Source: an optimization exercise on an open RTL-to-GDS flow (aim: small area and a short achievable clock period). Production flows keep margins and buffers that such runs may drop. Function was not checked in any run shown here: the RTL went through the layout flow alone. No activity file was given, so power comes from the tool's default toggle rates.

==> flow/design.v (outline; a module is shown in full before it is edited, if it fits) <==
// module mipsExecUnit: 1119 lines
module mipsExecUnit
(
    input  logic        clk,
    input  logic        rstN,
    input  logic        instrValid,
    input  logic [31:0] instrWord,
    input  logic [31:0] rsValue,
    input  logic [31:0] rtValue,
    output logic        resultValid,
    output logic [32:0] execOut
);
  // ...
==> flow/flow/run.sh <==
#!/bin/bash
bash standard.sh SETUP_SLACK_MARGIN=5.6 finish > standard.log 2>&1
==> flow/standard.sh <==
#!/bin/bash
# synth_recipe.tcl (not shown) runs the flow's synth.tcl, then flattens the netlist and writes it again
# the make line also repeats each setting of config.mk as NAME=value (left out here)
make -C /OpenROAD-flow-scripts/flow DESIGN_CONFIG=/design/flow/config.mk WORK_HOME=/design/flow/orfs CLKGATE_MAP_FILE= SYNTH_SCRIPT=/design/flow/synth_recipe.tcl "${@:-finish}"
==> flow/config.mk <==
export PLATFORM = sky130hd
export DESIGN_NAME = mipsExecUnit
export DESIGN_NICKNAME = mipsExecUnit
export VERILOG_FILES = /design/flow/design.v
export SDC_FILE = /design/flow/constraint.sdc
export NUM_CORES = 4
export LEC_CHECK = 0
export CAP_MARGIN = 20
export CORE_MARGIN = 2
export CORE_UTILIZATION = 60
export PLACE_DENSITY = 0.8
export SETUP_SLACK_MARGIN = 5
export SLEW_MARGIN = 20
==> flow/constraint.sdc <==
create_clock -name core_clock -period 9.0 [get_ports {clk}]
set_input_delay 1.8000 -clock core_clock [delete_from_list [all_inputs] [get_ports {clk}]]
set_output_delay 1.8000 -clock core_clock [all_outputs]
set_load 0.01 [all_outputs]
==> results_dict.tcl, run 1 <==
set metrics [dict create \
    top_usage_layer "met2" \
    finalCriticalPeriod_ns 3.738 \
    die_area_um2 38200 \
    rr_startpoint "r2t[33]" \
    min_path_cells 0 \
    syn_nets 2634 \
    cp_common_cell "a21oi_4" \
    avgSynthCellArea_um2 9.752 \
    yosys-top-cells-count "dfxtp_1 (285), a22oi_1 (257), xnor2_1 (232)" \
    setup.worst_path.start "r2t[33]" \
    yosys.area_share.xor_xnor_pct 15.17 \
    finalSetupTns_ns 0 \
    buffer_area_share_pct 9.164 \
    synth_mux_area_share_pct 5.849 \
    wl_met3_um 9140 \
    status "timing/DRC/antenna clean" \
    setup_violations 0 \
    first_pass_iters 9 \
    crit_type "flip-flop to flip-flop" \
    antenna_cells 0 \
    yosys.area.top_type "dfxtp_1" \
    met1_length_um 26220 \
    yosys.area_share.simple_pct 6.788 \
    largest_reg_flops 126 \
    yosysWarningCount 1 \
    post-place-ws_ns 3.239 \
    synth_seq_cells 285 \
    synth_compound_area_share_pct 15.60 \
    synth_top_family_by_area "adder cells" \
    clkCellAreaFrac_pct 4.025 \
    p_int_mw 2.581 \
    cts_sinks 285 \
    required_ns 9.52 \
    num-nonclk-buffers 221 \
    ff2ff_setup_slack_ns 5.26 \
    drt_iter0_drc 2595 \
    reg_top3 "r2t (126), f1 (48)" \
    n_sequential_cell 285 \
    gp_congestion 1.019 \
]
==> inputs of run 2 (changes only) <==
--- a/flow/design.v
+++ b/flow/design.v
@@ -162,92 +162,79 @@
     assign kShift = fSll | fSrl;
     assign kMulX  = oMul | kShift;                        
     logic [31:0] bSel, rtRev;
     always_comb begin
         for (int i = 0; i < 32; i++) rtRev[i] = rtValue[31-i];
     end
     always_comb begin
         if (kImm)      bSel = {{16{imm[15] & ~kZext}}, imm};
+        else if (fSrl) bSel = rtRev;
         else           bSel = rtValue;
     end
     logic [3:0] tt;
     always_comb begin
         tt = 4'b0000;                             
         if (kAddB | kMulX) tt = 4'b1010;          
         if (kSubB)         tt = 4'b0101;          
         if (kAnd)          tt = 4'b1000;
         if (kOr)           tt = 4'b1110;
         if (kXor)          tt = 4'b0110;
         if (kNor)          tt = 4'b0001;
     end
     logic [31:0] xSel, aSel, shOne;
     always_comb begin
         for (int i = 0; i < 32; i++) xSel[i] = tt[{rsValue[i], bSel[i]}];
     end
-    always_comb begin
-        if (fSrl)      aSel = rtRev;
-        else if (fSll) aSel = rtValue;
-        else           aSel = rsValue;
-    end
+    assign shOne = 32'd1 << sh;
+    assign aSel  = kShift ? shOne : rsValue;
     logic sgnDiff;
     assign sgnDiff = rsValue[31] ^ bSel[31];
     logic rsZero, rsEq, takenSel;
     assign rsZero = (rsValue == 32'd0);
     assign rsEq   = (rsValue == rtValue);
     assign takenSel = (oBeq & rsEq) | (oBne & ~rsEq) |
                       (oBgtz & ~rsValue[31] & ~rsZero) | (oBlez & (rsValue[31] | rsZero)) |
                       (oBltz & rsValue[31]) | (oBgez & ~rsValue[31]);
     logic [32:0] xe0;
-    assign xe0 = {rtValue, 1'b0};
+    assign xe0 = {{xSel, 1'b0}};
     logic [15:0] esgl, edbl, eneg;
     always_comb begin
         for (int i = 0; i < 16; i++) begin
             esgl[i] = xe0[2*i+1] ^ xe0[2*i];
             edbl[i] = (xe0[2*i+2] & ~xe0[2*i+1] & ~xe0[2*i]) | (~xe0[2*i+2] & xe0[2*i+1] & xe0[2*i]);
             eneg[i] = xe0[2*i+2];
         end
     end
-    logic [15:0] hsgl, hdbl;
-    always_comb begin
-        for (int i = 0; i < 16; i++) begin
-            hsgl[i] = (sh == 5'(2*i)) | ((i > 0) && (sh == 5'(2*i-1)));
-            hdbl[i] = (sh == 5'(2*i+1));                
-        end
-    end
     logic [47:0] fSel;
-    always_comb begin
-        if (oMul)        fSel = {eneg, edbl, esgl};
-        else if (kShift) fSel = {hdbl, hdbl, hsgl};
-        else             fSel = {32'd0, 15'd0, kAddB | kSubB | kPassA};    
-    end
+    assign fSel = kMulX ? {{eneg, edbl, esgl}} : {{16'd0, xSel}};
     logic        v1;
     logic [31:0] a1;
     logic [47:0] f1;
-    logic [31:0] c1;
-    logic        cin1, srl1, slt1, sltK1, sltS1, tk1;
+    logic        mm1, one1, cin1, srl1, slt1, sltK1, sltS1, tk1;
     always_ff @(posedge clk) begin
         if (!rstN) v1 <= 1'b0;
         else       v1 <= instrValid;
         a1    <= aSel;
         f1    <= fSel;
-        c1    <= kMulX ? 32'd0 : xSel;
+        mm1   <= kMulX;
+        one1  <= kAddB | kSubB | kPassA;
         cin1  <= kSubB;
         srl1  <= fSrl;
         slt1  <= kSlt;
         sltK1 <= kSlt & sgnDiff & rsValue[31];
         sltS1 <= kSlt & ~sgnDiff;
         tk1   <= takenSel;
     end
     logic [15:0] bsgl, bdbl, bneg;
-    assign bsgl = f1[15:0];
-    assign bdbl = f1[31:16];
+    assign bsgl = (f1[15:0] & {{16{{mm1}}}}) | {{15'd0, one1}};
+    assign bdbl = f1[31:16] & {{16{{mm1}}}};
     assign bneg = f1[47:32];
     logic [31:0] crow;
-    assign crow = c1;
+    assign crow = f1[31:0] & {{32{{~mm1}}}};
     logic [32:0] ae;
     assign ae = {a1, 1'b0};
     logic [31:0] pp0;
     logic [29:0] pp1;
     logic [27:0] pp2;
     logic [25:0] pp3;
     logic [23:0] pp4;
     logic [21:0] pp5;
@@ -301,17 +288,16 @@
     logic fs10, fc10;
     logic fs11, fc11;
     logic hs7, hc7;
     logic fs12, fc12;
     logic fs13, fc13;
     logic fs14, fc14;
     logic fs15, fc15;
     logic hs8, hc8;
-    logic x31c0;
     logic hs9, hc9;
     logic hs10, hc10;
     logic fs16, fc16;
     logic hs11, hc11;
     logic fs17, fc17;
     logic hs12, hc12;
     logic fs18, fc18;
     logic fs19, fc19;
@@ -358,17 +344,16 @@
     logic fs56, fc56;
     logic fs57, fc57;
     logic fs58, fc58;
     logic fs59, fc59;
     logic fs60, fc60;
     logic fs61, fc61;
     logic fs62, fc62;
     logic fs63, fc63;
-    logic x31c1;
     logic hs17, hc17;
     logic hs18, hc18;
     logic fs64, fc64;
     logic hs19, hc19;
     logic fs65, fc65;
     logic hs20, hc20;
     logic fs66, fc66;
     logic fs67, fc67;
@@ -422,17 +407,16 @@
     logic fs113, fc113;
     logic fs114, fc114;
     logic fs115, fc115;
     logic fs116, fc116;
     logic fs117, fc117;
     logic fs118, fc118;
     logic fs119, fc119;
     logic fs120, fc120;
-    logic x31c2;
     logic hs23, hc23;
     logic hs24, hc24;
     logic fs121, fc121;
     logic hs25, hc25;
     logic fs122, fc122;
     logic hs26, hc26;
     logic fs123, fc123;
     logic fs124, fc124;
@@ -475,17 +459,46 @@
     logic fs161, fc161;
     logic fs162, fc162;
     logic fs163, fc163;
     logic fs164, fc164;
     logic fs165, fc165;
     logic fs166, fc166;
     logic fs167, fc167;
     logic fs168, fc168;
-    logic x31c3;
+    logic hs27, hc27;
+    logic hs28, hc28;
+    logic hs29, hc29;
+    logic fs169, fc169;
+    logic fs170, fc170;
+    logic fs171, fc171;
+    logic fs172, fc172;
+    logic fs173, fc173;
+    logic fs174, fc174;
+    logic fs175, fc175;
+    logic fs176, fc176;
+    logic fs177, fc177;
+    logic fs178, fc178;
+    logic fs179, fc179;
+    logic fs180, fc180;
+    logic fs181, fc181;
+    logic fs182, fc182;
+    logic fs183, fc183;
+    logic fs184, fc184;
+    logic fs185, fc185;
+    logic fs186, fc186;
+    logic fs187, fc187;
+    logic fs188, fc188;
+    logic fs189, fc189;
+    logic fs190, fc190;
+    logic fs191, fc191;
+    logic fs192, fc192;
+    logic fs193, fc193;
+    logic fs194, fc194;
+    logic fs195, fc195;
     assign hs0 = pp0[22] ^ pp1[20];
     assign hc0 = pp0[22] & pp1[20];
     assign hs1 = pp0[23] ^ pp1[21];
     assign hc1 = pp0[23] & pp1[21];
     assign fs0 = pp0[24] ^ pp1[22] ^ pp2[20];
     assign fc0 = (pp0[24] & pp1[22]) | (pp0[24] & pp2[20]) | (pp1[22] & pp2[20]);
     assign hs2 = pp3[18] ^ pp4[16];
     assign hc2 = pp3[18] & pp4[16];
@@ -526,17 +539,16 @@
     assign fs13 = pp3[24] ^ pp4[22] ^ pp5[20];
     assign fc13 = (pp3[24] & pp4[22]) | (pp3[24] & pp5[20]) | (pp4[22] & pp5[20]);
     assign fs14 = pp6[18] ^ pp7[16] ^ pp8[14];
     assign fc14 = (pp6[18] & pp7[16]) | (pp6[18] & pp8[14]) | (pp7[16] & pp8[14]);
     assign fs15 = pp9[12] ^ pp10[10] ^ pp11[8];
     assign fc15 = (pp9[12] & pp10[10]) | (pp9[12] & pp11[8]) | (pp10[10] & pp11[8]);
     assign hs8 = pp12[6] ^ pp13[4];
     assign hc8 = pp12[6] & pp13[4];
-    assign x31c0 = fc12 ^ fc13 ^ fc14 ^ fc15 ^ hc8;
     assign hs9 = pp0[14] ^ pp1[12];
     assign hc9 = pp0[14] & pp1[12];
     assign hs10 = pp0[15] ^ pp1[13];
     assign hc10 = pp0[15] & pp1[13];
     assign fs16 = pp0[16] ^ pp1[14] ^ pp2[12];
     assign fc16 = (pp0[16] & pp1[14]) | (pp0[16] & pp2[12]) | (pp1[14] & pp2[12]);
     assign hs11 = pp3[10] ^ pp4[8];
     assign hc11 = pp3[10] & pp4[8];
@@ -639,17 +651,16 @@
     assign fs60 = fs12 ^ fs13 ^ fs14;
     assign fc60 = (fs12 & fs13) | (fs12 & fs14) | (fs13 & fs14);
     assign fs61 = fs15 ^ hs8 ^ pp14[2];
     assign fc61 = (fs15 & hs8) | (fs15 & pp14[2]) | (hs8 & pp14[2]);
     assign fs62 = pp15[0] ^ bneg[15] ^ crow[30];
     assign fc62 = (pp15[0] & bneg[15]) | (pp15[0] & crow[30]) | (bneg[15] & crow[30]);
     assign fs63 = fc9 ^ fc10 ^ fc11;
     assign fc63 = (fc9 & fc10) | (fc9 & fc11) | (fc10 & fc11);
-    assign x31c1 = fc60 ^ fc61 ^ fc62 ^ fc63;
     assign hs17 = pp0[8] ^ pp1[6];
     assign hc17 = pp0[8] & pp1[6];
     assign hs18 = pp0[9] ^ pp1[7];
     assign hc18 = pp0[9] & pp1[7];
     assign fs64 = pp0[10] ^ pp1[8] ^ pp2[6];
     assign fc64 = (pp0[10] & pp1[8]) | (pp0[10] & pp2[6]) | (pp1[8] & pp2[6]);
     assign hs19 = pp3[4] ^ pp4[2];
     assign hc19 = pp3[4] & pp4[2];
@@ -766,17 +777,16 @@
     assign fs117 = fc53 ^ fc54 ^ fc55;
     assign fc117 = (fc53 & fc54) | (fc53 & fc55) | (fc54 & fc55);
     assign fs118 = fs60 ^ fs61 ^ fs62;
     assign fc118 = (fs60 & fs61) | (fs60 & fs62) | (fs61 & fs62);
     assign fs119 = fs63 ^ hc7 ^ fc56;
     assign fc119 = (fs63 & hc7) | (fs63 & fc56) | (hc7 & fc56);
     assign fs120 = fc57 ^ fc58 ^ fc59;
     assign fc120 = (fc57 & fc58) | (fc57 & fc59) | (fc58 & fc59);
-    assign x31c2 = fc118 ^ fc119 ^ fc120;
     assign hs23 = pp0[4] ^ pp1[2];
     assign hc23 = pp0[4] & pp1[2];
     assign hs24 = pp0[5] ^ pp1[3];
     assign hc24 = pp0[5] & pp1[3];
     assign fs121 = pp0[6] ^ pp1[4] ^ pp2[2];
     assign fc121 = (pp0[6] & pp1[4]) | (pp0[6] & pp2[2]) | (pp1[4] & pp2[2]);
     assign hs25 = pp3[0] ^ bneg[3];
     assign hc25 = pp3[0] & bneg[3];
@@ -871,185 +881,197 @@
     assign fs165 = fs115 ^ fs116 ^ fs117;
     assign fc165 = (fs115 & fs116) | (fs115 & fs117) | (fs116 & fs117);
     assign fs166 = fc112 ^ fc113 ^ fc114;
     assign fc166 = (fc112 & fc113) | (fc112 & fc114) | (fc113 & fc114);
     assign fs167 = fs118 ^ fs119 ^ fs120;
     assign fc167 = (fs118 & fs119) | (fs118 & fs120) | (fs119 & fs120);
     assign fs168 = fc115 ^ fc116 ^ fc117;
     assign fc168 = (fc115 & fc116) | (fc115 & fc117) | (fc116 & fc117);
-    assign x31c3 = fc167 ^ fc168;
-    logic [125:0] r2t, r2d;
-    assign r2d[0] = pp0[0];
-    assign r2d[1] = bneg[0];
-    assign r2d[2] = crow[0];
-    assign r2d[3] = cin1;
-    assign r2d[4] = pp0[1];
-    assign r2d[5] = crow[1];
-    assign r2d[6] = pp0[2];
-    assign r2d[7] = pp1[0];
-    assign r2d[8] = bneg[1];
-    assign r2d[9] = crow[2];
-    assign r2d[10] = pp0[3];
-    assign r2d[11] = pp1[1];
-    assign r2d[12] = crow[3];
-    assign r2d[13] = hs23;
-    assign r2d[14] = pp2[0];
-    assign r2d[15] = bneg[2];
-    assign r2d[16] = crow[4];
-    assign r2d[17] = hs24;
-    assign r2d[18] = pp2[1];
-    assign r2d[19] = crow[5];
-    assign r2d[20] = hc23;
-    assign r2d[21] = fs121;
-    assign r2d[22] = hs25;
-    assign r2d[23] = crow[6];
-    assign r2d[24] = hc24;
-    assign r2d[25] = fs122;
-    assign r2d[26] = hs26;
-    assign r2d[27] = fc121;
-    assign r2d[28] = hc25;
-    assign r2d[29] = fs123;
-    assign r2d[30] = fs124;
-    assign r2d[31] = fc122;
-    assign r2d[32] = hc26;
-    assign r2d[33] = fs125;
-    assign r2d[34] = fs126;
-    assign r2d[35] = fc123;
-    assign r2d[36] = fc124;
-    assign r2d[37] = fs127;
-    assign r2d[38] = fs128;
-    assign r2d[39] = fc125;
-    assign r2d[40] = fc126;
-    assign r2d[41] = fs129;
-    assign r2d[42] = fs130;
-    assign r2d[43] = fc127;
-    assign r2d[44] = fc128;
-    assign r2d[45] = fs131;
-    assign r2d[46] = fs132;
-    assign r2d[47] = fc129;
-    assign r2d[48] = fc130;
-    assign r2d[49] = fs133;
-    assign r2d[50] = fs134;
-    assign r2d[51] = fc131;
-    assign r2d[52] = fc132;
-    assign r2d[53] = fs135;
-    assign r2d[54] = fs136;
-    assign r2d[55] = fc133;
-    assign r2d[56] = fc134;
-    assign r2d[57] = fs137;
-    assign r2d[58] = fs138;
-    assign r2d[59] = fc135;
-    assign r2d[60] = fc136;
-    assign r2d[61] = fs139;
-    assign r2d[62] = fs140;
-    assign r2d[63] = fc137;
-    assign r2d[64] = fc138;
-    assign r2d[65] = fs141;
-    assign r2d[66] = fs142;
-    assign r2d[67] = fc139;
-    assign r2d[68] = fc140;
-    assign r2d[69] = fs143;
-    assign r2d[70] = fs144;
-    assign r2d[71] = fc141;
-    assign r2d[72] = fc142;
-    assign r2d[73] = fs145;
-    assign r2d[74] = fs146;
-    assign r2d[75] = fc143;
-    assign r2d[76] = fc144;
-    assign r2d[77] = fs147;
-    assign r2d[78] = fs148;
-    assign r2d[79] = fc145;
-    assign r2d[80] = fc146;
-    assign r2d[81] = fs149;
-    assign r2d[82] = fs150;
-    assign r2d[83] = fc147;
-    assign r2d[84] = fc148;
-    assign r2d[85] = fs151;
-    assign r2d[86] = fs152;
-    assign r2d[87] = fc149;
-    assign r2d[88] = fc150;
-    assign r2d[89] = fs153;
-    assign r2d[90] = fs154;
-    assign r2d[91] = fc151;
-    assign r2d[92] = fc152;
-    assign r2d[93] = fs155;
-    assign r2d[94] = fs156;
-    assign r2d[95] = fc153;
-    assign r2d[96] = fc154;
-    assign r2d[97] = fs157;
-    assign r2d[98] = fs158;
-    assign r2d[99] = fc155;
-    assign r2d[100] = fc156;
-    assign r2d[101] = fs159;
-    assign r2d[102] = fs160;
-    assign r2d[103] = fc157;
-    assign r2d[104] = fc158;
-    assign r2d[105] = fs161;
-    assign r2d[106] = fs162;
-    assign r2d[107] = fc159;
-    assign r2d[108] = fc160;
-    assign r2d[109] = fs163;
-    assign r2d[110] = fs164;
-    assign r2d[111] = fc161;
-    assign r2d[112] = fc162;
-    assign r2d[113] = fs165;
-    assign r2d[114] = fs166;
-    assign r2d[115] = fc163;
-    assign r2d[116] = fc164;
-    assign r2d[117] = fs167;
-    assign r2d[118] = fs168;
-    assign r2d[119] = fc165;
-    assign r2d[120] = fc166;
-    assign r2d[121] = x31l0;
-    assign r2d[122] = x31c0;
-    assign r2d[123] = x31c1;
-    assign r2d[124] = x31c2;
-    assign r2d[125] = x31c3;
+    assign hs27 = pp0[0] ^ bneg[0];
+    assign hc27 = pp0[0] & bneg[0];
+    assign hs28 = pp0[2] ^ pp1[0];
+    assign hc28 = pp0[2] & pp1[0];
+    assign hs29 = pp0[3] ^ pp1[1];
+    assign hc29 = pp0[3] & pp1[1];
+    assign fs169 = hs23 ^ pp2[0] ^ bneg[2];
+    assign fc169 = (hs23 & pp2[0]) | (hs23 & bneg[2]) | (pp2[0] & bneg[2]);
+    assign fs170 = hs24 ^ pp2[1] ^ crow[5];
+    assign fc170 = (hs24 & pp2[1]) | (hs24 & crow[5]) | (pp2[1] & crow[5]);
+    assign fs171 = fs121 ^ hs25 ^ crow[6];
+    assign fc171 = (fs121 & hs25) | (fs121 & crow[6]) | (hs25 & crow[6]);
+    assign fs172 = fs122 ^ hs26 ^ fc121;
+    assign fc172 = (fs122 & hs26) | (fs122 & fc121) | (hs26 & fc121);
+    assign fs173 = fs123 ^ fs124 ^ fc122;
+    assign fc173 = (fs123 & fs124) | (fs123 & fc122) | (fs124 & fc122);
+    assign fs174 = fs125 ^ fs126 ^ fc123;
+    assign fc174 = (fs125 & fs126) | (fs125 & fc123) | (fs126 & fc123);
+    assign fs175 = fs127 ^ fs128 ^ fc125;
+    assign fc175 = (fs127 & fs128) | (fs127 & fc125) | (fs128 & fc125);
+    assign fs176 = fs129 ^ fs130 ^ fc127;
+    assign fc176 = (fs129 & fs130) | (fs129 & fc127) | (fs130 & fc127);
+    assign fs177 = fs131 ^ fs132 ^ fc129;
+    assign fc177 = (fs131 & fs132) | (fs131 & fc129) | (fs132 & fc129);
+    assign fs178 = fs133 ^ fs134 ^ fc131;
+    assign fc178 = (fs133 & fs134) | (fs133 & fc131) | (fs134 & fc131);
+    assign fs179 = fs135 ^ fs136 ^ fc133;
+    assign fc179 = (fs135 & fs136) | (fs135 & fc133) | (fs136 & fc133);
+    assign fs180 = fs137 ^ fs138 ^ fc135;
+    assign fc180 = (fs137 & fs138) | (fs137 & fc135) | (fs138 & fc135);
+    assign fs181 = fs139 ^ fs140 ^ fc137;
+    assign fc181 = (fs139 & fs140) | (fs139 & fc137) | (fs140 & fc137);
+    assign fs182 = fs141 ^ fs142 ^ fc139;
+    assign fc182 = (fs141 & fs142) | (fs141 & fc139) | (fs142 & fc139);
+    assign fs183 = fs143 ^ fs144 ^ fc141;
+    assign fc183 = (fs143 & fs144) | (fs143 & fc141) | (fs144 & fc141);
+    assign fs184 = fs145 ^ fs146 ^ fc143;
+    assign fc184 = (fs145 & fs146) | (fs145 & fc143) | (fs146 & fc143);
+    assign fs185 = fs147 ^ fs148 ^ fc145;
+    assign fc185 = (fs147 & fs148) | (fs147 & fc145) | (fs148 & fc145);
+    assign fs186 = fs149 ^ fs150 ^ fc147;
+    assign fc186 = (fs149 & fs150) | (fs149 & fc147) | (fs150 & fc147);
+    assign fs187 = fs151 ^ fs152 ^ fc149;
+    assign fc187 = (fs151 & fs152) | (fs151 & fc149) | (fs152 & fc149);
+    assign fs188 = fs153 ^ fs154 ^ fc151;
+    assign fc188 = (fs153 & fs154) | (fs153 & fc151) | (fs154 & fc151);
+    assign fs189 = fs155 ^ fs156 ^ fc153;
+    assign fc189 = (fs155 & fs156) | (fs155 & fc153) | (fs156 & fc153);
+    assign fs190 = fs157 ^ fs158 ^ fc155;
+    assign fc190 = (fs157 & fs158) | (fs157 & fc155) | (fs158 & fc155);
+    assign fs191 = fs159 ^ fs160 ^ fc157;
+    assign fc191 = (fs159 & fs160) | (fs159 & fc157) | (fs160 & fc157);
+    assign fs192 = fs161 ^ fs162 ^ fc159;
+    assign fc192 = (fs161 & fs162) | (fs161 & fc159) | (fs162 & fc159);
+    assign fs193 = fs163 ^ fs164 ^ fc161;
+    assign fc193 = (fs163 & fs164) | (fs163 & fc161) | (fs164 & fc161);
+    assign fs194 = fs165 ^ fs166 ^ fc163;
+    assign fc194 = (fs165 & fs166) | (fs165 & fc163) | (fs166 & fc163);
+    assign fs195 = fs167 ^ fs168 ^ fc165;
+    assign fc195 = (fs167 & fs168) | (fs167 & fc165) | (fs168 & fc165);
+    logic [108:0] r2t, r2d;
+    assign r2d[0] = hs27;
+    assign r2d[1] = crow[0];
+    assign r2d[2] = cin1;
+    assign r2d[3] = pp0[1];
+    assign r2d[4] = crow[1];
+    assign r2d[5] = hc27;
+    assign r2d[6] = hs28;
+    assign r2d[7] = bneg[1];
+    assign r2d[8] = crow[2];
+    assign r2d[9] = hs29;
+    assign r2d[10] = crow[3];
+    assign r2d[11] = hc28;
+    assign r2d[12] = fs169;
+    assign r2d[13] = crow[4];
+    assign r2d[14] = hc29;
+    assign r2d[15] = fs170;
+    assign r2d[16] = hc23;
+    assign r2d[17] = fc169;
+    assign r2d[18] = fs171;
+    assign r2d[19] = hc24;
+    assign r2d[20] = fc170;
+    assign r2d[21] = fs172;
+    assign r2d[22] = hc25;
+    assign r2d[23] = fc171;
+    assign r2d[24] = fs173;
+    assign r2d[25] = hc26;
+    assign r2d[26] = fc172;
+    assign r2d[27] = fs174;
+    assign r2d[28] = fc124;
+    assign r2d[29] = fc173;
+    assign r2d[30] = fs175;
+    assign r2d[31] = fc126;
+    assign r2d[32] = fc174;
+    assign r2d[33] = fs176;
+    assign r2d[34] = fc128;
+    assign r2d[35] = fc175;
+    assign r2d[36] = fs177;
+    assign r2d[37] = fc130;
+    assign r2d[38] = fc176;
+    assign r2d[39] = fs178;
+    assign r2d[40] = fc132;
+    assign r2d[41] = fc177;
+    assign r2d[42] = fs179;
+    assign r2d[43] = fc134;
+    assign r2d[44] = fc178;
+    assign r2d[45] = fs180;
+    assign r2d[46] = fc136;
+    assign r2d[47] = fc179;
+    assign r2d[48] = fs181;
+    assign r2d[49] = fc138;
+    assign r2d[50] = fc180;
+    assign r2d[51] = fs182;
+    assign r2d[52] = fc140;
+    assign r2d[53] = fc181;
+    assign r2d[54] = fs183;
+    assign r2d[55] = fc142;
+    assign r2d[56] = fc182;
+    assign r2d[57] = fs184;
+    assign r2d[58] = fc144;
+    assign r2d[59] = fc183;
+    assign r2d[60] = fs185;
+    assign r2d[61] = fc146;
+    assign r2d[62] = fc184;
+    assign r2d[63] = fs186;
+    assign r2d[64] = fc148;
+    assign r2d[65] = fc185;
+    assign r2d[66] = fs187;
+    assign r2d[67] = fc150;
+    assign r2d[68] = fc186;
+    assign r2d[69] = fs188;
+    assign r2d[70] = fc152;
+    assign r2d[71] = fc187;
+    assign r2d[72] = fs189;
+    assign r2d[73] = fc154;
+    assign r2d[74] = fc188;
+    assign r2d[75] = fs190;
+    assign r2d[76] = fc156;
+    assign r2d[77] = fc189;
+    assign r2d[78] = fs191;
+    assign r2d[79] = fc158;
+    assign r2d[80] = fc190;
+    assign r2d[81] = fs192;
+    assign r2d[82] = fc160;
+    assign r2d[83] = fc191;
+    assign r2d[84] = fs193;
+    assign r2d[85] = fc162;
+    assign r2d[86] = fc192;
+    assign r2d[87] = fs194;
+    assign r2d[88] = fc164;
+    assign r2d[89] = fc193;
+    assign r2d[90] = fs195;
+    assign r2d[91] = fc166;
+    assign r2d[92] = fc194;
+    assign r2d[93] = x31l0;
+    assign r2d[94] = fc12;
+    assign r2d[95] = fc13;
+    assign r2d[96] = fc14;
+    assign r2d[97] = fc15;
+    assign r2d[98] = hc8;
+    assign r2d[99] = fc60;
+    assign r2d[100] = fc61;
+    assign r2d[101] = fc62;
+    assign r2d[102] = fc63;
+    assign r2d[103] = fc118;
+    assign r2d[104] = fc119;
+    assign r2d[105] = fc120;
+    assign r2d[106] = fc167;
+    assign r2d[107] = fc168;
+    assign r2d[108] = fc195;
     logic        v2, srl2, slt2, sltK2, sltS2, tk2;
     always_ff @(posedge clk) begin
         if (!rstN) v2 <= 1'b0;
         else       v2 <= v1;
         r2t   <= r2d;
         srl2  <= srl1;
         slt2  <= slt1;
         sltK2 <= sltK1;
         sltS2 <= sltS1;
         tk2   <= tk1;
     end
-    logic hs27, hc27;
-    logic hs28, hc28;
-    logic hs29, hc29;
-    logic fs169, fc169;
-    logic fs170, fc170;
-    logic fs171, fc171;
-    logic fs172, fc172;
-    logic fs173, fc173;
-    logic fs174, fc174;
-    logic fs175, fc175;
-    logic fs176, fc176;
-    logic fs177, fc177;
-    logic fs178, fc178;
-    logic fs179, fc179;
-    logic fs180, fc180;
-    logic fs181, fc181;
-    logic fs182, fc182;
-    logic fs183, fc183;
-    logic fs184, fc184;
-    logic fs185, fc185;
-    logic fs186, fc186;
-    logic fs187, fc187;
-    logic fs188, fc188;
-    logic fs189, fc189;
-    logic fs190, fc190;
-    logic fs191, fc191;
-    logic fs192, fc192;
-    logic fs193, fc193;
-    logic fs194, fc194;
-    logic fs195, fc195;
     logic hs30, hc30;
     logic fs196, fc196;
     logic fs197, fc197;
     logic fs198, fc198;
     logic fs199, fc199;
     logic fs200, fc200;
     logic fs201, fc201;
     logic fs202, fc202;
@@ -1071,141 +1093,81 @@
     logic fs218, fc218;
     logic fs219, fc219;
     logic fs220, fc220;
     logic fs221, fc221;
     logic fs222, fc222;
     logic fs223, fc223;
     logic fs224, fc224;
     logic fs225, fc225;
-    assign hs27 = r2t[0] ^ r2t[1];
-    assign hc27 = r2t[0] & r2t[1];
-    assign hs28 = r2t[6] ^ r2t[7];
-    assign hc28 = r2t[6] & r2t[7];
-    assign hs29 = r2t[10] ^ r2t[11];
-    assign hc29 = r2t[10] & r2t[11];
-    assign fs169 = r2t[13] ^ r2t[14] ^ r2t[15];
-    assign fc169 = (r2t[13] & r2t[14]) | (r2t[13] & r2t[15]) | (r2t[14] & r2t[15]);
-    assign fs170 = r2t[17] ^ r2t[18] ^ r2t[19];
-    assign fc170 = (r2t[17] & r2t[18]) | (r2t[17] & r2t[19]) | (r2t[18] & r2t[19]);
-    assign fs171 = r2t[21] ^ r2t[22] ^ r2t[23];
-    assign fc171 = (r2t[21] & r2t[22]) | (r2t[21] & r2t[23]) | (r2t[22] & r2t[23]);
-    assign fs172 = r2t[25] ^ r2t[26] ^ r2t[27];
-    assign fc172 = (r2t[25] & r2t[26]) | (r2t[25] & r2t[27]) | (r2t[26] & r2t[27]);
-    assign fs173 = r2t[29] ^ r2t[30] ^ r2t[31];
-    assign fc173 = (r2t[29] & r2t[30]) | (r2t[29] & r2t[31]) | (r2t[30] & r2t[31]);
-    assign fs174 = r2t[33] ^ r2t[34] ^ r2t[35];
-    assign fc174 = (r2t[33] & r2t[34]) | (r2t[33] & r2t[35]) | (r2t[34] & r2t[35]);
-    assign fs175 = r2t[37] ^ r2t[38] ^ r2t[39];
-    assign fc175 = (r2t[37] & r2t[38]) | (r2t[37] & r2t[39]) | (r2t[38] & r2t[39]);
-    assign fs176 = r2t[41] ^ r2t[42] ^ r2t[43];
-    assign fc176 = (r2t[41] & r2t[42]) | (r2t[41] & r2t[43]) | (r2t[42] & r2t[43]);
-    assign fs177 = r2t[45] ^ r2t[46] ^ r2t[47];
-    assign fc177 = (r2t[45] & r2t[46]) | (r2t[45] & r2t[47]) | (r2t[46] & r2t[47]);
-    assign fs178 = r2t[49] ^ r2t[50] ^ r2t[51];
-    assign fc178 = (r2t[49] & r2t[50]) | (r2t[49] & r2t[51]) | (r2t[50] & r2t[51]);
-    assign fs179 = r2t[53] ^ r2t[54] ^ r2t[55];
-    assign fc179 = (r2t[53] & r2t[54]) | (r2t[53] & r2t[55]) | (r2t[54] & r2t[55]);
-    assign fs180 = r2t[57] ^ r2t[58] ^ r2t[59];
-    assign fc180 = (r2t[57] & r2t[58]) | (r2t[57] & r2t[59]) | (r2t[58] & r2t[59]);
-    assign fs181 = r2t[61] ^ r2t[62] ^ r2t[63];
-    assign fc181 = (r2t[61] & r2t[62]) | (r2t[61] & r2t[63]) | (r2t[62] & r2t[63]);
-    assign fs182 = r2t[65] ^ r2t[66] ^ r2t[67];
-    assign fc182 = (r2t[65] & r2t[66]) | (r2t[65] & r2t[67]) | (r2t[66] & r2t[67]);
-    assign fs183 = r2t[69] ^ r2t[70] ^ r2t[71];
-    assign fc183 = (r2t[69] & r2t[70]) | (r2t[69] & r2t[71]) | (r2t[70] & r2t[71]);
-    assign fs184 = r2t[73] ^ r2t[74] ^ r2t[75];
-    assign fc184 = (r2t[73] & r2t[74]) | (r2t[73] & r2t[75]) | (r2t[74] & r2t[75]);
-    assign fs185 = r2t[77] ^ r2t[78] ^ r2t[79];
-    assign fc185 = (r2t[77] & r2t[78]) | (r2t[77] & r2t[79]) | (r2t[78] & r2t[79]);
-    assign fs186 = r2t[81] ^ r2t[82] ^ r2t[83];
-    assign fc186 = (r2t[81] & r2t[82]) | (r2t[81] & r2t[83]) | (r2t[82] & r2t[83]);
-    assign fs187 = r2t[85] ^ r2t[86] ^ r2t[87];
-    assign fc187 = (r2t[85] & r2t[86]) | (r2t[85] & r2t[87]) | (r2t[86] & r2t[87]);
-    assign fs188 = r2t[89] ^ r2t[90] ^ r2t[91];
-    assign fc188 = (r2t[89] & r2t[90]) | (r2t[89] & r2t[91]) | (r2t[90] & r2t[91]);
-    assign fs189 = r2t[93] ^ r2t[94] ^ r2t[95];
-    assign fc189 = (r2t[93] & r2t[94]) | (r2t[93] & r2t[95]) | (r2t[94] & r2t[95]);
-    assign fs190 = r2t[97] ^ r2t[98] ^ r2t[99];
-    assign fc190 = (r2t[97] & r2t[98]) | (r2t[97] & r2t[99]) | (r2t[98] & r2t[99]);
-    assign fs191 = r2t[101] ^ r2t[102] ^ r2t[103];
-    assign fc191 = (r2t[101] & r2t[102]) | (r2t[101] & r2t[103]) | (r2t[102] & r2t[103]);
-    assign fs192 = r2t[105] ^ r2t[106] ^ r2t[107];
-    assign fc192 = (r2t[105] & r2t[106]) | (r2t[105] & r2t[107]) | (r2t[106] & r2t[107]);
-    assign fs193 = r2t[109] ^ r2t[110] ^ r2t[111];
-    assign fc193 = (r2t[109] & r2t[110]) | (r2t[109] & r2t[111]) | (r2t[110] & r2t[111]);
-    assign fs194 = r2t[113] ^ r2t[114] ^ r2t[115];
-    assign fc194 = (r2t[113] & r2t[114]) | (r2t[113] & r2t[115]) | (r2t[114] & r2t[115]);
-    assign fs195 = r2t[117] ^ r2t[118] ^ r2t[119];
-    assign fc195 = (r2t[117] & r2t[118]) | (r2t[117] & r2t[119]) | (r2t[118] & r2t[119]);
-    assign hs30 = hs27 ^ r2t[2];
-    assign hc30 = hs27 & r2t[2];
-    assign fs196 = r2t[4] ^ r2t[5] ^ hc27;
-    assign fc196 = (r2t[4] & r2t[5]) | (r2t[4] & hc27) | (r2t[5] & hc27);
-    assign fs197 = hs28 ^ r2t[8] ^ r2t[9];
-    assign fc197 = (hs28 & r2t[8]) | (hs28 & r2t[9]) | (r2t[8] & r2t[9]);
-    assign fs198 = hs29 ^ r2t[12] ^ hc28;
-    assign fc198 = (hs29 & r2t[12]) | (hs29 & hc28) | (r2t[12] & hc28);
-    assign fs199 = fs169 ^ r2t[16] ^ hc29;
-    assign fc199 = (fs169 & r2t[16]) | (fs169 & hc29) | (r2t[16] & hc29);
-    assign fs200 = fs170 ^ r2t[20] ^ fc169;
-    assign fc200 = (fs170 & r2t[20]) | (fs170 & fc169) | (r2t[20] & fc169);
-    assign fs201 = fs171 ^ r2t[24] ^ fc170;
-    assign fc201 = (fs171 & r2t[24]) | (fs171 & fc170) | (r2t[24] & fc170);
-    assign fs202 = fs172 ^ r2t[28] ^ fc171;
-    assign fc202 = (fs172 & r2t[28]) | (fs172 & fc171) | (r2t[28] & fc171);
-    assign fs203 = fs173 ^ r2t[32] ^ fc172;
-    assign fc203 = (fs173 & r2t[32]) | (fs173 & fc172) | (r2t[32] & fc172);
-    assign fs204 = fs174 ^ r2t[36] ^ fc173;
-    assign fc204 = (fs174 & r2t[36]) | (fs174 & fc173) | (r2t[36] & fc173);
-    assign fs205 = fs175 ^ r2t[40] ^ fc174;
-    assign fc205 = (fs175 & r2t[40]) | (fs175 & fc174) | (r2t[40] & fc174);
-    assign fs206 = fs176 ^ r2t[44] ^ fc175;
-    assign fc206 = (fs176 & r2t[44]) | (fs176 & fc175) | (r2t[44] & fc175);
-    assign fs207 = fs177 ^ r2t[48] ^ fc176;
-    assign fc207 = (fs177 & r2t[48]) | (fs177 & fc176) | (r2t[48] & fc176);
-    assign fs208 = fs178 ^ r2t[52] ^ fc177;
-    assign fc208 = (fs178 & r2t[52]) | (fs178 & fc177) | (r2t[52] & fc177);
-    assign fs209 = fs179 ^ r2t[56] ^ fc178;
-    assign fc209 = (fs179 & r2t[56]) | (fs179 & fc178) | (r2t[56] & fc178);
-    assign fs210 = fs180 ^ r2t[60] ^ fc179;
-    assign fc210 = (fs180 & r2t[60]) | (fs180 & fc179) | (r2t[60] & fc179);
-    assign fs211 = fs181 ^ r2t[64] ^ fc180;
-    assign fc211 = (fs181 & r2t[64]) | (fs181 & fc180) | (r2t[64] & fc180);
-    assign fs212 = fs182 ^ r2t[68] ^ fc181;
-    assign fc212 = (fs182 & r2t[68]) | (fs182 & fc181) | (r2t[68] & fc181);
-    assign fs213 = fs183 ^ r2t[72] ^ fc182;
-    assign fc213 = (fs183 & r2t[72]) | (fs183 & fc182) | (r2t[72] & fc182);
-    assign fs214 = fs184 ^ r2t[76] ^ fc183;
-    assign fc214 = (fs184 & r2t[76]) | (fs184 & fc183) | (r2t[76] & fc183);
-    assign fs215 = fs185 ^ r2t[80] ^ fc184;
-    assign fc215 = (fs185 & r2t[80]) | (fs185 & fc184) | (r2t[80] & fc184);
-    assign fs216 = fs186 ^ r2t[84] ^ fc185;
-    assign fc216 = (fs186 & r2t[84]) | (fs186 & fc185) | (r2t[84] & fc185);
-    assign fs217 = fs187 ^ r2t[88] ^ fc186;
-    assign fc217 = (fs187 & r2t[88]) | (fs187 & fc186) | (r2t[88] & fc186);
-    assign fs218 = fs188 ^ r2t[92] ^ fc187;
-    assign fc218 = (fs188 & r2t[92]) | (fs188 & fc187) | (r2t[92] & fc187);
-    assign fs219 = fs189 ^ r2t[96] ^ fc188;
-    assign fc219 = (fs189 & r2t[96]) | (fs189 & fc188) | (r2t[96] & fc188);
-    assign fs220 = fs190 ^ r2t[100] ^ fc189;
-    assign fc220 = (fs190 & r2t[100]) | (fs190 & fc189) | (r2t[100] & fc189);
-    assign fs221 = fs191 ^ r2t[104] ^ fc190;
-    assign fc221 = (fs191 & r2t[104]) | (fs191 & fc190) | (r2t[104] & fc190);
-    assign fs222 = fs192 ^ r2t[108] ^ fc191;
-    assign fc222 = (fs192 & r2t[108]) | (fs192 & fc191) | (r2t[108] & fc191);
-    assign fs223 = fs193 ^ r2t[112] ^ fc192;
-    assign fc223 = (fs193 & r2t[112]) | (fs193 & fc192) | (r2t[112] & fc192);
-    assign fs224 = fs194 ^ r2t[116] ^ fc193;
-    assign fc224 = (fs194 & r2t[116]) | (fs194 & fc193) | (r2t[116] & fc193);
-    assign fs225 = fs195 ^ r2t[120] ^ fc194;
-    assign fc225 = (fs195 & r2t[120]) | (fs195 & fc194) | (r2t[120] & fc194);
+    assign hs30 = r2t[0] ^ r2t[1];
+    assign hc30 = r2t[0] & r2t[1];
+    assign fs196 = r2t[3] ^ r2t[4] ^ r2t[5];
+    assign fc196 = (r2t[3] & r2t[4]) | (r2t[3] & r2t[5]) | (r2t[4] & r2t[5]);
+    assign fs197 = r2t[6] ^ r2t[7] ^ r2t[8];
+    assign fc197 = (r2t[6] & r2t[7]) | (r2t[6] & r2t[8]) | (r2t[7] & r2t[8]);
+    assign fs198 = r2t[9] ^ r2t[10] ^ r2t[11];
+    assign fc198 = (r2t[9] & r2t[10]) | (r2t[9] & r2t[11]) | (r2t[10] & r2t[11]);
+    assign fs199 = r2t[12] ^ r2t[13] ^ r2t[14];
+    assign fc199 = (r2t[12] & r2t[13]) | (r2t[12] & r2t[14]) | (r2t[13] & r2t[14]);
+    assign fs200 = r2t[15] ^ r2t[16] ^ r2t[17];
+    assign fc200 = (r2t[15] & r2t[16]) | (r2t[15] & r2t[17]) | (r2t[16] & r2t[17]);
+    assign fs201 = r2t[18] ^ r2t[19] ^ r2t[20];
+    assign fc201 = (r2t[18] & r2t[19]) | (r2t[18] & r2t[20]) | (r2t[19] & r2t[20]);
+    assign fs202 = r2t[21] ^ r2t[22] ^ r2t[23];
+    assign fc202 = (r2t[21] & r2t[22]) | (r2t[21] & r2t[23]) | (r2t[22] & r2t[23]);
+    assign fs203 = r2t[24] ^ r2t[25] ^ r2t[26];
+    assign fc203 = (r2t[24] & r2t[25]) | (r2t[24] & r2t[26]) | (r2t[25] & r2t[26]);
+    assign fs204 = r2t[27] ^ r2t[28] ^ r2t[29];
+    assign fc204 = (r2t[27] & r2t[28]) | (r2t[27] & r2t[29]) | (r2t[28] & r2t[29]);
+    assign fs205 = r2t[30] ^ r2t[31] ^ r2t[32];
+    assign fc205 = (r2t[30] & r2t[31]) | (r2t[30] & r2t[32]) | (r2t[31] & r2t[32]);
+    assign fs206 = r2t[33] ^ r2t[34] ^ r2t[35];
+    assign fc206 = (r2t[33] & r2t[34]) | (r2t[33] & r2t[35]) | (r2t[34] & r2t[35]);
+    assign fs207 = r2t[36] ^ r2t[37] ^ r2t[38];
+    assign fc207 = (r2t[36] & r2t[37]) | (r2t[36] & r2t[38]) | (r2t[37] & r2t[38]);
+    assign fs208 = r2t[39] ^ r2t[40] ^ r2t[41];
+    assign fc208 = (r2t[39] & r2t[40]) | (r2t[39] & r2t[41]) | (r2t[40] & r2t[41]);
+    assign fs209 = r2t[42] ^ r2t[43] ^ r2t[44];
+    assign fc209 = (r2t[42] & r2t[43]) | (r2t[42] & r2t[44]) | (r2t[43] & r2t[44]);
+    assign fs210 = r2t[45] ^ r2t[46] ^ r2t[47];
+    assign fc210 = (r2t[45] & r2t[46]) | (r2t[45] & r2t[47]) | (r2t[46] & r2t[47]);
+    assign fs211 = r2t[48] ^ r2t[49] ^ r2t[50];
+    assign fc211 = (r2t[48] & r2t[49]) | (r2t[48] & r2t[50]) | (r2t[49] & r2t[50]);
+    assign fs212 = r2t[51] ^ r2t[52] ^ r2t[53];
+    assign fc212 = (r2t[51] & r2t[52]) | (r2t[51] & r2t[53]) | (r2t[52] & r2t[53]);
+    assign fs213 = r2t[54] ^ r2t[55] ^ r2t[56];
+    assign fc213 = (r2t[54] & r2t[55]) | (r2t[54] & r2t[56]) | (r2t[55] & r2t[56]);
+    assign fs214 = r2t[57] ^ r2t[58] ^ r2t[59];
+    assign fc214 = (r2t[57] & r2t[58]) | (r2t[57] & r2t[59]) | (r2t[58] & r2t[59]);
+    assign fs215 = r2t[60] ^ r2t[61] ^ r2t[62];
+    assign fc215 = (r2t[60] & r2t[61]) | (r2t[60] & r2t[62]) | (r2t[61] & r2t[62]);
+    assign fs216 = r2t[63] ^ r2t[64] ^ r2t[65];
+    assign fc216 = (r2t[63] & r2t[64]) | (r2t[63] & r2t[65]) | (r2t[64] & r2t[65]);
+    assign fs217 = r2t[66] ^ r2t[67] ^ r2t[68];
+    assign fc217 = (r2t[66] & r2t[67]) | (r2t[66] & r2t[68]) | (r2t[67] & r2t[68]);
+    assign fs218 = r2t[69] ^ r2t[70] ^ r2t[71];
+    assign fc218 = (r2t[69] & r2t[70]) | (r2t[69] & r2t[71]) | (r2t[70] & r2t[71]);
+    assign fs219 = r2t[72] ^ r2t[73] ^ r2t[74];
+    assign fc219 = (r2t[72] & r2t[73]) | (r2t[72] & r2t[74]) | (r2t[73] & r2t[74]);
+    assign fs220 = r2t[75] ^ r2t[76] ^ r2t[77];
+    assign fc220 = (r2t[75] & r2t[76]) | (r2t[75] & r2t[77]) | (r2t[76] & r2t[77]);
+    assign fs221 = r2t[78] ^ r2t[79] ^ r2t[80];
+    assign fc221 = (r2t[78] & r2t[79]) | (r2t[78] & r2t[80]) | (r2t[79] & r2t[80]);
+    assign fs222 = r2t[81] ^ r2t[82] ^ r2t[83];
+    assign fc222 = (r2t[81] & r2t[82]) | (r2t[81] & r2t[83]) | (r2t[82] & r2t[83]);
+    assign fs223 = r2t[84] ^ r2t[85] ^ r2t[86];
+    assign fc223 = (r2t[84] & r2t[85]) | (r2t[84] & r2t[86]) | (r2t[85] & r2t[86]);
+    assign fs224 = r2t[87] ^ r2t[88] ^ r2t[89];
+    assign fc224 = (r2t[87] & r2t[88]) | (r2t[87] & r2t[89]) | (r2t[88] & r2t[89]);
+    assign fs225 = r2t[90] ^ r2t[91] ^ r2t[92];
+    assign fc225 = (r2t[90] & r2t[91]) | (r2t[90] & r2t[92]) | (r2t[91] & r2t[92]);
     logic [31:0] rowA, rowB;
-    assign rowA = {(r2t[121] ^ r2t[122] ^ r2t[123] ^ r2t[124] ^ r2t[125] ^ fc195 ^ fc225), fs225, fs224, fs223, fs222, fs221, fs220, fs219, fs218, fs217, fs216, fs215, fs214, fs213, fs212, fs211, fs210, fs209, fs208, fs207, fs206, fs205, fs204, fs203, fs202, fs201, fs200, fs199, fs198, fs197, fs196, hs30};
-    assign rowB = {1'b0, fc224, fc223, fc222, fc221, fc220, fc219, fc218, fc217, fc216, fc215, fc214, fc213, fc212, fc211, fc210, fc209, fc208, fc207, fc206, fc205, fc204, fc203, fc202, fc201, fc200, fc199, fc198, fc197, fc196, hc30, r2t[3]};
+    assign rowA = {(r2t[93] ^ r2t[94] ^ r2t[95] ^ r2t[96] ^ r2t[97] ^ r2t[98] ^ r2t[99] ^ r2t[100] ^ r2t[101] ^ r2t[102] ^ r2t[103] ^ r2t[104] ^ r2t[105] ^ r2t[106] ^ r2t[107] ^ r2t[108] ^ fc225), fs225, fs224, fs223, fs222, fs221, fs220, fs219, fs218, fs217, fs216, fs215, fs214, fs213, fs212, fs211, fs210, fs209, fs208, fs207, fs206, fs205, fs204, fs203, fs202, fs201, fs200, fs199, fs198, fs197, fs196, hs30};
+    assign rowB = {1'b0, fc224, fc223, fc222, fc221, fc220, fc219, fc218, fc217, fc216, fc215, fc214, fc213, fc212, fc211, fc210, fc209, fc208, fc207, fc206, fc205, fc204, fc203, fc202, fc201, fc200, fc199, fc198, fc197, fc196, hc30, r2t[2]};
     logic [31:0] sum;
     assign sum = rowA + rowB;
     logic [31:0] res;
     logic        pass2;
     assign pass2 = ~srl2 & ~slt2;
     always_comb begin
         for (int i = 1; i < 32; i++) res[i] = (pass2 & sum[i]) | (srl2 & sum[31-i]);
         res[0] = (pass2 & sum[0]) | ((srl2 | sltS2) & sum[31]) | sltK2;
==> flow/run.sh (new file) <==
#!/bin/bash
# synth_recipe.tcl (not shown) runs the flow's synth.tcl, then flattens the netlist and writes it again
# the make line also repeats each setting of config.mk as NAME=value (left out here)
make -C /OpenROAD-flow-scripts/flow DESIGN_CONFIG=/design/flow/config.mk WORK_HOME=/design/flow/orfs CLKGATE_MAP_FILE= SYNTH_SCRIPT=/design/flow/synth_recipe.tcl finish
==> flow/config.mk (replaced) <==
export PLATFORM = sky130hd
export DESIGN_NAME = mipsExecUnit
export DESIGN_NICKNAME = mipsExecUnit
export VERILOG_FILES = /design/flow/design.v
export SDC_FILE = /design/flow/constraint.sdc
export NUM_CORES = 4
export LEC_CHECK = 0
export CAP_MARGIN = 20
export CORE_MARGIN = 2
export CORE_UTILIZATION = 40
export SETUP_SLACK_MARGIN = 5
export SLEW_MARGIN = 20
removed: flow/flow/run.sh
removed: flow/standard.sh
==> run 2 against run 1 <==
Compared with the run above: first-iteration DRC count fell by 31%; via count barely moved; die area rose by 46%; critical endpoint is now r2t[81]; highest routed layer is now met5; area after synthesis fell by 2.1%; still clean on timing, DRC and antenna; critical path depth rose by 2; maximum frequency fell by 14%; clock-buffer cell count fell by 7.
==> results_dict.tcl, run 2 <==
set metrics [dict create \
    status "timing/DRC/antenna clean" \
    post-place-ws_ns 2.158 \
    grt.overflow.total 0 \
    drv_cap 0 \
    syn_area_um2 21520 \
    top_register "r2t" \
    max_slew_margin_pct 38.64 \
    crit_type "flip-flop to flip-flop" \
    synth_compound_area_share_pct 16.76 \
    yosysWarningCount 1 \
    synth_seq_cells 238 \
    ios 133 \
    ys_seq_area_share_pct 22.14 \
    power.share.clock_pct 38.5 \
    min_to "tk2" \
    post_drt_via_cell_ratio 6.000 \
    rr_startpoint "mm1" \
    drt_wl_total_um 77750 \
    yosys.area_share.xor_xnor_pct 15.26 \
    final_cell_mix "dfxtp_1 (222), xnor2_1 (219), inv_1 (216)" \
    final_hold_viol_count 0 \
    ff_latch_area_um2 4787 \
    dpl-instance-area_um2 23230 \
    r2r_end "r2t[81]" \
    switching_share_pct 30.59 \
    p_per_area_nw_per_um2 121.1 \
    finalWorstSetupSlack_ns 4.669 \
    die_x_um 236.0 \
    final_area_um2 26220 \
    fin_nets 2734 \
    synthArstFlopShare_pct 0 \
    critical_path_arrival_ns 4.85 \
    min_path_cells 0 \
    first_global_vias 18865 \
    portBuffers 127 \
    syn_nets 2632 \
    wl_per_cell_um 25.28 \
    cts_root_buffer "clkbuf_16" \
    cts_sinks 238 \
    power_frac_seq_pct 39.1 \
    setup_violations 0 \
    yosys.area_share.adder_pct 23.97 \
    hp-class "flip-flop to flip-flop" \
    rows 85 \
    ant_nets 0 \
    finalSetupTns_ns 0 \
    synth_flop_cell "dfxtp_1" \
    cts_made_buffers 29 \
    worst_pin_slew_ns 0.9191 \
    ff2ff_setup_slack_ns 4.67 \
    gp_congestion 0.9440 \
    cp_max_fo 7 \
    crit_path_end_kind "flip-flop" \
    period_share_pct 48.12 \
    clk_pin_slew_ns 0.06 \
    rsz0062_at_grt "yes" \
    drt_iter0_drc 1789 \
    largest_reg_flops 109 \
    cp_common_cell "fa_1" \
    core_um2 53500 \
    initial_core_util_pct 40.24 \
    worstRegToRegCells 16 \
    maxSlewViolCount 0 \
    finClkSkew_ns 0.01531 \
    grtUsageTotal_pct 27.09 \
    first_pass_iters 8 \
    yosys-top-cells-count "dfxtp_1 (238), inv_1 (234), xnor2_1 (230)" \
    die_h_um 236.0 \
    yosys.area.top_type "dfxtp_1" \
    pwr-share-comb_pct 22.3 \
    synth_mux_area_share_pct 5.615 \
    grt_pass1_wl_um 114600 \
    synth_top_cell_area_share_pct 22.14 \
    slowest_stage "fa_1" \
    avgSynthCellArea_um2 9.558 \
    p_int_mw 2.203 \
    drc_errors 0 \
    netlist_instances 2252 \
    synthTopCellsByArea "dfxtp_1 (22%), fa_1 (20%), xnor2_1 (9.4%)" \
    layout-drive-gt1-share_pct 17.93 \
    clock_path_buffers 3 \
    yosysMostFrequentCell "dfxtp_1" \
    fmax_mhz 230.9 \
    clk_latency_ns 0.58 \
    htree_levels 1 \
    grt_max_degree 70 \
    holdCritStartpoint "tk1" \
    synth_edf_count 0 \
    antenna_found_initial 5 \
    ir_drop_mv 0.1009 \
    cts_tree "done" \
    p_leak_nw 10.66 \
    multi_input_area_um2 15810 \
    reg_top3 "r2t (109), f1 (48)" \
    crit_chain "buf_12 > buf_16 > and2_4 > buf_12 > buf_8 > a22oi_2 > xnor2_2 > fa_1 > inv_2 > fa_1 > inv_1 > fa_1 > inv_1 > fa_1 > inv_2 > fa_2" \
    slowest_delay_ns 0.59 \
    num_vias 18456 \
    syn2layout_area_growth_pct 21.80 \
    path_buf_inv 8 \
    fill_cells 4916 \
    synth_top_family_by_area "adder cells" \
    finalCriticalPeriod_ns 4.331 \
    hpwlAfterDp_um 51150 \
    layout_commonest_cell "dfxtp_1" \
    start_kind "flip-flop" \
    p_sw_uw 971.1 \
    required_ns 9.52 \
    finalCoreUtilization_pct 49.01 \
    ys_types 72 \
    cp_top_family "adder cells" \
    die_area_um2 55680 \
    yosys.area_share.simple_pct 8.481 \
]
==> run 2: cell types whose count changed in the layout (fill, tap and decap cells not counted), moves of 32 or more <==
cell and change:
a22oi_1 -66, inv_1 +37, mux2i_1 -37, o21ai_0 -32, buf_4 +36, nor2_1 -32
a22o_1 +47
==> run 2: layout make-up <==
type	instances	share of cell area (%)
multi-input combinational	1590	60.31
antenna	4	0.03818
timing repair inverter	1	0.04295
tap	696	3.322
timing repair buffer	258	10.70
sequential	238	18.26
clock inverter	19	0.9402
inverter	236	3.479
clock buffer	34	2.916
==> run 2: timing repair <==
item / in CTS / in global routing
hold buffers: 0 / 0
resized for setup: 186 / 93
gates cloned: 20 / 5
setup endpoints to repair: 100 / 68
buffers inserted: 53 / 26
endpoints found under the hold margin: 0 / 0
pin swaps: 45 / 53
==> run 2: how the worst max path moves through the flow <==
stage,start,end,slack (ns),cells past startpoint
detailed placement,instrWord[27],f1[18],2.16,11
CTS,mm1,r2t[87],4.69,15
global placement,instrWord[27],f1[18],1.91,11
global route,mm1,r2t[81],4.59,16
finish,mm1,r2t[81],4.67,16
floorplan,instrWord[26],f1[19],4.69,11
==> run 2: power by group through the flow <==
stage	clock [mW]	sequential [mW]	combinational, mW
2_1_floorplan	0	1.21	0.405
3_3_place_gp	0	1.25	0.648
3_5_place_dp	0	1.26	0.659
4_1_cts	1.25	1.24	0.689
5_1_grt	1.29	1.25	0.762
6_report	1.22	1.24	0.709
==> run 2: worst register-to-register path, delay by kind of cell (launching register included) <==
family / cells / cell delay, ns
xor+xnor: 1 / 0.14
compound gates: 1 / 0.21
buf+inv: 8 / 0.72
flops: 1 / 0.39
fa+ha+maj: 5 / 2.65
simple gates: 1 / 0.15
==> run 2: kinds of logic (layout without fill, tap and decap cells) <==
logic type / Yosys count / in the layout
adder cells (fa/ha/maj): 281 / 281
AO/OA/AOI/OAI: 489 / 489
flip-flops: 238 / 238
AND/OR/NAND/NOR: 359 / 368
other: 0 / 4
XOR/XNOR: 375 / 375
multiplexers: 77 / 77
buffers and inverters: 433 / 548
==> run 2: per-layer routing <==
metal / vias to the layer above / GRT usage [%] / part of all wire (%)
li1: 7845 / - / -
met1: 9128 / 33.29 / 37
met2: 1143 / 43.93 / 46
met3: 336 / 5.723 / 9.9
met4: 4 / 15.98 / 7.1
met5: - / 0 / 0.036
==> run 2: through the flow <==
step           cells  hold WS, ns  power (mW)
3_3_place_gp    2915       0.3160       1.902
3_5_place_dp    2915       0.3121       1.914
5_1_grt         3072       0.3327       3.297
6_report        3076       0.3266       3.174
4_1_cts         3041       0.3264       3.171
2_1_floorplan   2252       0.3096       1.615

[re-timing with driven ports]
Ports are ideal in the flow. The routed layouts listed here were re-timed in OpenROAD. Step 1 (the two cells are an assumption about what drives the block):
set clk [get_ports {clk}]
set_driving_cell -lib_cell sky130_fd_sc_hd__clkbuf_16 $clk
set_driving_cell -lib_cell sky130_fd_sc_hd__buf_2 [delete_from_list [all_inputs] $clk]
Step 2 moves the port delays by t, midway between the first and last clock arrival at a register: inputs arrive t later, outputs are due t later. That takes back most of the time a late clock gives input paths. Slacks: ideal ports / drivers / drivers and shift; pairs: ideal ports / drivers.
run	shift t [ns]	setup WS [ns]	worst setup path at the end	worst register clock-pin slew, ns	worst slew at a driven data input, ns
run 1	0.645	5.262 / 5.262 / 4.896	input to register	0.07 / 0.07	0.09
run 2	0.632	4.669 / 4.669 / 4.442	input to register	0.06 / 0.06	0.05
After both steps every run listed still meets setup and hold. The setup slack of run 1, which loses most, moves by 0.000 ns with the drivers and by -0.366 ns with both steps.
